What follows belongs to an exercise in optimizing a design on an open flow for small area, a short achievable clock period and few clock cycles per item; a production flow would make more cautious choices.
Only simulation tests tie the RTL to the original design; equivalence was not proved.
No activity file was given, so power comes from the tool's default toggle rates.

==> job 6076 <==
Design tomasulo_core, start of the top module:
module tomasulo_core (
	input  logic                      clk,
	input  logic                      rst,
	input  logic                      req,
	input  logic [3:0]                op,
	input  tomasulo_pkg::reg_addr_t   rd,
	input  tomasulo_pkg::reg_addr_t   rs1,
	input  tomasulo_pkg::reg_addr_t   rs2,
	input  tomasulo_pkg::word_t       imm,
	input  logic                      use_imm,
	output logic                      ack,
	input  tomasulo_pkg::reg_addr_t   obs_addr,
	output tomasulo_pkg::word_t       obs_data,
	output tomasulo_pkg::tag_t        obs_tag
);
	logic        lv;           
	logic        lph;          
	logic        luimm;
	logic [3:0]  lop;
	logic [4:0]  lrd, lrs1, lrs2;
	logic [31:1] lsel;         
	logic [31:0] lb;           
	logic        mv, msrl;
	logic [4:0]  mrd;
	logic [127:0] ms;         
	logic [31:0] mp, mp_rev, mres;
	logic        m_wb;
	logic [31:0] rdata, rdata_rev, opb, alu_y, mx;
	logic [127:0] mr;
	logic [31:0] lb_in, lb_src, lb_dec;
	logic [4:0]  sel_a;
	logic [31:1] sel_in;
	logic        we;
	logic [4:0]  waddr;
	logic [31:0] wdata;
	logic        accept, l_exec, l_mop, l_sll, l_srl, in_sh, lb_sh;
	assign l_sll  = (lop == 4'd5);
	assign l_srl  = (lop == 4'd6);
	assign l_mop  = (lop == 4'd8) | l_sll | l_srl;
	assign l_exec = lv & lph;
	assign accept = req & ~ack & (~lv | lph);
	assign m_wb   = mv & (mrd != 5'd0);
	assign in_sh  = (op == 4'd5) | (op == 4'd6);
	tagged_regs u_regs (
		.clk(clk), .rst(rst),
		.we(we), .waddr(waddr), .wdata(wdata),
		.rsel(lsel), .rdata(rdata),
		.obs_addr(obs_addr), .obs_data(obs_data)
	);
	alu_unit u_alu (.op(lop), .a(rdata), .b(lb), .y(alu_y));
	always_comb begin
		for (int i = 0; i < 32; i++) begin
			rdata_rev[i] = rdata[31-i];
			mp_rev[i]    = mp[31-i];
		end
	end
	assign mx = l_srl ? rdata_rev : rdata;
	mul_unit u_mul (.x(mx), .y(lb), .r(mr));
	mul_sum u_msum (.r(ms), .p(mp));
	assign mres = msrl ? mp_rev : mp;
	assign opb = (m_wb && mrd == lrs2) ? mres : rdata;
	assign lb_src = accept ? imm : opb;
	assign lb_sh  = accept ? in_sh : (l_sll | l_srl);
	always_comb begin
		for (int i = 0; i < 32; i++) lb_dec[i] = (lb_src[4:0] == 5'(i));
	end
  ...
export LEC_CHECK = 0
export CAP_MARGIN = 20
export CORE_MARGIN = 2
export CORE_UTILIZATION = 45
export CTS_BUF_LIST = sky130_fd_sc_hd__clkbuf_16
export CTS_CLUSTER_DIAMETER = 100
export CTS_CLUSTER_SIZE = 20
export GPL_ROUTABILITY_DRIVEN = 1
export GPL_TIMING_DRIVEN = 1
export PLACE_DENSITY = 0.6
export SETUP_SLACK_MARGIN = 4.2
export SLEW_MARGIN = 20
create_clock -name core_clock -period 10.0 [get_ports {clk}]
standard.sh (not shown) runs the stock make flow with config.mk's settings and CLKGATE_MAP_FILE= SYNTH_SCRIPT=/design/flow/synth_recipe.tcl, a recipe that flattens the netlist after the stock synthesis.
==> flow/flow/run.sh <==
#!/bin/bash
# Standard ORFS layout, with gate sizing free to change a cell's footprint.
set -euo pipefail
bash standard.sh MATCH_CELL_FOOTPRINT=0 finish > make_finish.log 2>&1
==> inputs of job 370, as changes to job 6076 <==
--- a/flow/config.mk
+++ b/flow/config.mk
@@ -8,5 +8,5 @@
 export CAP_MARGIN = 20
 export CORE_MARGIN = 2
-export CORE_UTILIZATION = 45
+export CORE_UTILIZATION = 50
 export CTS_BUF_LIST = sky130_fd_sc_hd__clkbuf_16
 export CTS_CLUSTER_DIAMETER = 100
@@ -14,5 +14,5 @@
 export GPL_ROUTABILITY_DRIVEN = 1
 export GPL_TIMING_DRIVEN = 1
-export PLACE_DENSITY = 0.6
+export PLACE_DENSITY = 0.65
 export SETUP_SLACK_MARGIN = 4.2
 export SLEW_MARGIN = 20
==> inputs of job 9898, as changes to job 6076 <==
--- a/flow/config.mk
+++ b/flow/config.mk
@@ -9,7 +9,4 @@
 export CORE_MARGIN = 2
 export CORE_UTILIZATION = 45
-export CTS_BUF_LIST = sky130_fd_sc_hd__clkbuf_16
-export CTS_CLUSTER_DIAMETER = 100
-export CTS_CLUSTER_SIZE = 20
 export GPL_ROUTABILITY_DRIVEN = 1
 export GPL_TIMING_DRIVEN = 1
==> summary of the runs <==
Job 9898 completed without violations. Job 370 produced a clean layout. Job 6076 finished with timing, DRC and antenna clean.
In synthesized area, job 6076 and job 9898 do not differ.
In clock power, job 370 and job 6076 hardly differ.
Of job 6076 and job 370, job 6076 has the higher worst hold slack (gap 0.0060 ns).
Critical path depth: job 6076 is higher than job 9898 (1).
First-iteration DRC count: job 9898 is smaller than job 6076 (about 1.2%).
In sequential cell count, job 9898 and job 370 do not differ.
Total power: job 9898 > job 6076 > job 370.
==> figures <==
	job 370	job 6076	job 9898
Register-to-register path setup slack	4.20 ns	4.24 ns	4.30 ns
Run status	finished clean	finished clean	finished clean
Met1 GRT Util	50.3%	46.3%	45.9%
Sum of net half-perimeters after detailed placement	175 mm	179 mm	179 mm
Per-cell routed wire length	38.7 µm	38.9 µm	38.4 µm
Slowest stage cell, crit path	mux4_2	clkdlybuf4s50_1	nand4_1
Number of buffers added by the clock tree synthesis step	73	74	132
Net load switching power	11500 µW	11600 µW	12000 µW
Fmax achieved	169 MHz	171 MHz	171 MHz
Worst stage delay on the critical path	0.53 ns	0.56 ns	0.42 ns
Amount of wire on met3 after detailed routing	48.9 mm	47.5 mm	48.5 mm
Final core area utilization	56.6%	51.7%	53.0%
Headroom to the max-slew limit	21.8%	20.5%	19.7%
Number of iterations in the first detailed-routing pass	11	9	9
Number of tap instances	1876	2058	2058
Maximum number of pins on one net before global-route repair	72	74	74
Testbench counts of job 6076, summed over its fixed seeds: cycles 6,656, instrs 3,200.
Testbench counts of job 370, summed over its fixed seeds: cycles 6,656, instrs 3,200.
Testbench counts of job 9898, summed over its fixed seeds: cycles 6,656, instrs 3,200.

==> static timing again, ports no longer ideal <==
In the flow no input, the clock included, has a driving cell. The finished layouts below were timed again as built, in two steps. Step 1 assumes that a clkbuf_16 drives the clock port and a buf_2 every other input. Step 2 also shifts input and output timing later by t, the mid clock arrival at the registers, as if the neighbouring blocks saw the same clock. Slacks: ideal ports / drivers / drivers and shift; pairs: ideal ports / drivers.
| run | shift t [ns] | setup slack, ns | worst hold slack (ns) |
|---|---|---|---|
| job 6076 | 0.809 | 4.141 / 3.694 / 3.694 | 0.479 / 0.479 / 0.479 |
| job 370 | 0.805 | 4.087 / 3.765 / 3.765 | 0.473 / 0.473 / 0.473 |
| job 9898 | 0.866 | 4.147 / 3.704 / 3.704 | 0.462 / 0.462 / 0.462 |
After both steps setup and hold are still met in every run listed. For job 6076, which loses most, drivers alone change the setup slack by -0.447 ns; drivers and shift together by -0.447 ns.
